This is an optimization exercise on Yosys and OpenROAD, whose aim is small area, a short achievable clock period and few clock cycles, not a production implementation. Where RTL was checked, it was by simulation tests only, not by an equivalence proof against the original. Power is estimated from default activity; no workload was simulated.

==> module yrs_ctrl, before the edit <==
module yrs_ctrl (
  input  logic        clk,
  input  logic        rst_n,
  input  logic        cfg_we,
  input  logic [2:0]  cfg_index,
  input  logic [20:0] cfg_data,
  input  logic        in_valid,
  output logic        in_ready,
  input  logic        in_row_start,
  output logic        out_valid,
  input  logic        out_ready,
  output logic [7:0]  out_red,
  output logic [7:0]  out_green,
  output logic [7:0]  out_blue,
  output logic        out_last_copy,
  output logic        adv,
  output logic        tag_v,
  output logic        tag_c,    
  output logic [15:0] lg,
  output logic [15:0] ub,
  output logic [15:0] ug,
  output logic [15:0] vg,
  output logic [15:0] vr,
  input  logic [7:0]  red,
  input  logic [7:0]  green,
  input  logic [7:0]  blue,
  input  logic        dp_v,
  input  logic        dp_c
);
  logic [4:0]  step_int;
  logic        step_int_nz;
  logic [15:0] step_frac;
  logic [15:0] pos;
  logic        o_valid, o_last;
  logic [4:0]  o_cnt;
  logic [7:0]  o_r, o_g, o_b;
  logic        k_full;
  logic        k_inc;
  logic [7:0]  k_r, k_g, k_b;
  logic        accept, o_free;
  logic [16:0] pos_sum;
  logic [4:0]  dp_cnt, k_cnt;
  logic [15:0] pos_nxt;
  assign adv      = !k_full;
  assign in_ready = adv;
  assign accept   = in_valid && adv;
  always_comb begin
    pos_sum = {1'b0, pos} + {1'b0, step_frac};
    pos_nxt = in_row_start ? step_frac : pos_sum[15:0];
  end
  assign tag_v = accept && (step_int_nz || (pos_sum[16] && !in_row_start));
  assign tag_c = pos_sum[16] && !in_row_start;
  always_ff @(posedge clk) begin
    if (!rst_n) begin
      step_int    <= 5'd1;
      step_int_nz <= 1'b1;
      step_frac   <= 16'd0;
      lg        <= yrs_pkg::LUMA_GAIN_RST;
      ub        <= yrs_pkg::U_TO_BLUE_RST;
      ug        <= yrs_pkg::U_TO_GREEN_RST;
      vg        <= yrs_pkg::V_TO_GREEN_RST;
      vr        <= yrs_pkg::V_TO_RED_RST;
    end else if (cfg_we) begin
      case (cfg_index)
        yrs_pkg::REG_X_STEP: begin
          if (cfg_data[20]) begin
            step_int    <= 5'd16;
            step_int_nz <= 1'b1;
            step_frac   <= 16'd0;
          end else begin
            step_int    <= {1'b0, cfg_data[19:16]};
            step_int_nz <= (cfg_data[19:16] != 4'd0);
            step_frac   <= cfg_data[15:0];
          end
        end
        yrs_pkg::REG_LUMA_GAIN:  lg <= cfg_data[15:0];
        yrs_pkg::REG_U_TO_BLUE:  ub <= cfg_data[15:0];
        yrs_pkg::REG_U_TO_GREEN: ug <= cfg_data[15:0];
        yrs_pkg::REG_V_TO_GREEN: vg <= cfg_data[15:0];
        yrs_pkg::REG_V_TO_RED:   vr <= cfg_data[15:0];
        default: ;
      endcase
    end
  end
  always_ff @(posedge clk) begin
    if (!rst_n) pos <= 16'd0;
    else if (accept) pos <= pos_nxt;
  end
  assign dp_cnt = step_int + 5'(dp_c);
  assign k_cnt  = step_int + 5'(k_inc);
  assign o_free = !o_valid || (o_last && out_ready);
  always_ff @(posedge clk) begin
    if (!rst_n) begin
      o_valid <= 1'b0;
      o_last  <= 1'b0;
      o_cnt   <= 5'd0;
      k_full  <= 1'b0;
    end else begin
      if (o_free) begin
        if (k_full) begin
          o_valid <= 1'b1;
          o_cnt   <= k_cnt;
          o_last  <= (k_cnt == 5'd1);
        end else begin
          o_valid <= dp_v;
          o_cnt   <= dp_cnt;
          o_last  <= (dp_cnt == 5'd1);
        end
      end else if (out_ready) begin
        o_cnt  <= o_cnt - 5'd1;
        o_last <= (o_cnt == 5'd2);
      end
      if (k_full) k_full <= !o_free;
      else        k_full <= dp_v && !o_free;
    end
  end
  always_ff @(posedge clk) begin
    if (o_free) begin
      if (k_full) begin
        o_r <= k_r;
        o_g <= k_g;
        o_b <= k_b;
      end else begin
        o_r <= red;
        o_g <= green;
        o_b <= blue;
      end
    end
    if (adv) begin
      k_inc <= dp_c;
      k_r   <= red;
      k_g   <= green;
      k_b   <= blue;
    end
  end
  assign out_valid     = o_valid;
  assign out_last_copy = o_last;
  assign out_red       = o_r;
  assign out_green     = o_g;
  assign out_blue      = o_b;
endmodule
export LEC_CHECK = 0
export ABC_CLOCK_PERIOD_IN_PS = 2400
export CAP_MARGIN = 20
export CORE_MARGIN = 2
export CORE_UTILIZATION = 55
export CTS_CLUSTER_DIAMETER = 100
export CTS_CLUSTER_SIZE = 20
export SETUP_SLACK_MARGIN = 3.4
export SLEW_MARGIN = 20
create_clock -name core_clock -period 6.0 [get_ports {clk}]
run.sh (not shown) runs the stock make flow with config.mk's settings and CLKGATE_MAP_FILE= SYNTH_SCRIPT=/design/flow/synth_recipe.tcl, a recipe that flattens the netlist after the stock synthesis.
The starting point finished with timing, DRC and antenna clean.
Testbench counts at the start, summed over its fixed seeds: cycles 6,115.
Next try:
--- a/flow/design.v
+++ b/flow/design.v
@@ -52,7 +52,7 @@
   input  logic        dp_v,
   input  logic        dp_c
 );
-  logic [4:0]  step_int;
+  logic [4:0]  step_int, step_int_p1;
   logic        step_int_nz;
   logic [15:0] step_frac;
   logic [15:0] pos;
@@ -78,6 +78,7 @@
   always_ff @(posedge clk) begin
     if (!rst_n) begin
       step_int    <= 5'd1;
+      step_int_p1 <= 5'd2;
       step_int_nz <= 1'b1;
       step_frac   <= 16'd0;
       lg        <= yrs_pkg::LUMA_GAIN_RST;
@@ -90,10 +91,12 @@
         yrs_pkg::REG_X_STEP: begin
           if (cfg_data[20]) begin
             step_int    <= 5'd16;
+            step_int_p1 <= 5'd17;
             step_int_nz <= 1'b1;
             step_frac   <= 16'd0;
           end else begin
             step_int    <= {1'b0, cfg_data[19:16]};
+            step_int_p1 <= {1'b0, cfg_data[19:16]} + 5'd1;
             step_int_nz <= (cfg_data[19:16] != 4'd0);
             step_frac   <= cfg_data[15:0];
           end
@@ -111,8 +114,8 @@
     if (!rst_n) pos <= 16'd0;
     else if (accept) pos <= pos_nxt;
   end
-  assign dp_cnt = step_int + 5'(dp_c);
-  assign k_cnt  = step_int + 5'(k_inc);
+  assign dp_cnt = dp_c ? step_int_p1 : step_int;
+  assign k_cnt  = k_inc ? step_int_p1 : step_int;
   assign o_free = !o_valid || (o_last && out_ready);
   always_ff @(posedge clk) begin
     if (!rst_n) begin
After rerunning: Worst setup slack loses 0.094 ns. Non-clock buffer count decreases by 8. Core utilization increases by 0.43 points. Sequential cell count increases by 5. Combinational power increases slightly. Maximum frequency decreases by a few percent. Clock-buffer cell count increases by 3.
Only the layout flow was run in the second run of this note; the RTL was not checked for function there.

## afterwards: timing with drivers on the ports
How much do the figures lean on ideal ports? The routed layouts below were timed once more, with nothing changed but the port constraints.
Step 1, drivers: a clkbuf_16 drives clk and a buf_2 each remaining input, both assumed.
Step 2 moves the port delays by t, midway between the first and last clock arrival at a register: inputs arrive t later, outputs are due t later. That takes back most of the time a late clock gives input paths.
Three values: no drivers, after step 1, after step 2; two values: the first two.
run	t, ns	setup WS [ns]	hold WS [ns]
the first run	0.648	3.412 / 3.407 / 2.788	0.424 / 0.424 / 0.424
the second run	0.656	3.318 / 3.318 / 2.850	0.426 / 0.426 / 0.426
After both steps setup and hold are still met in every run listed. For the first run, which loses most, drivers alone change the setup slack by -0.005 ns; drivers and shift together by -0.624 ns.
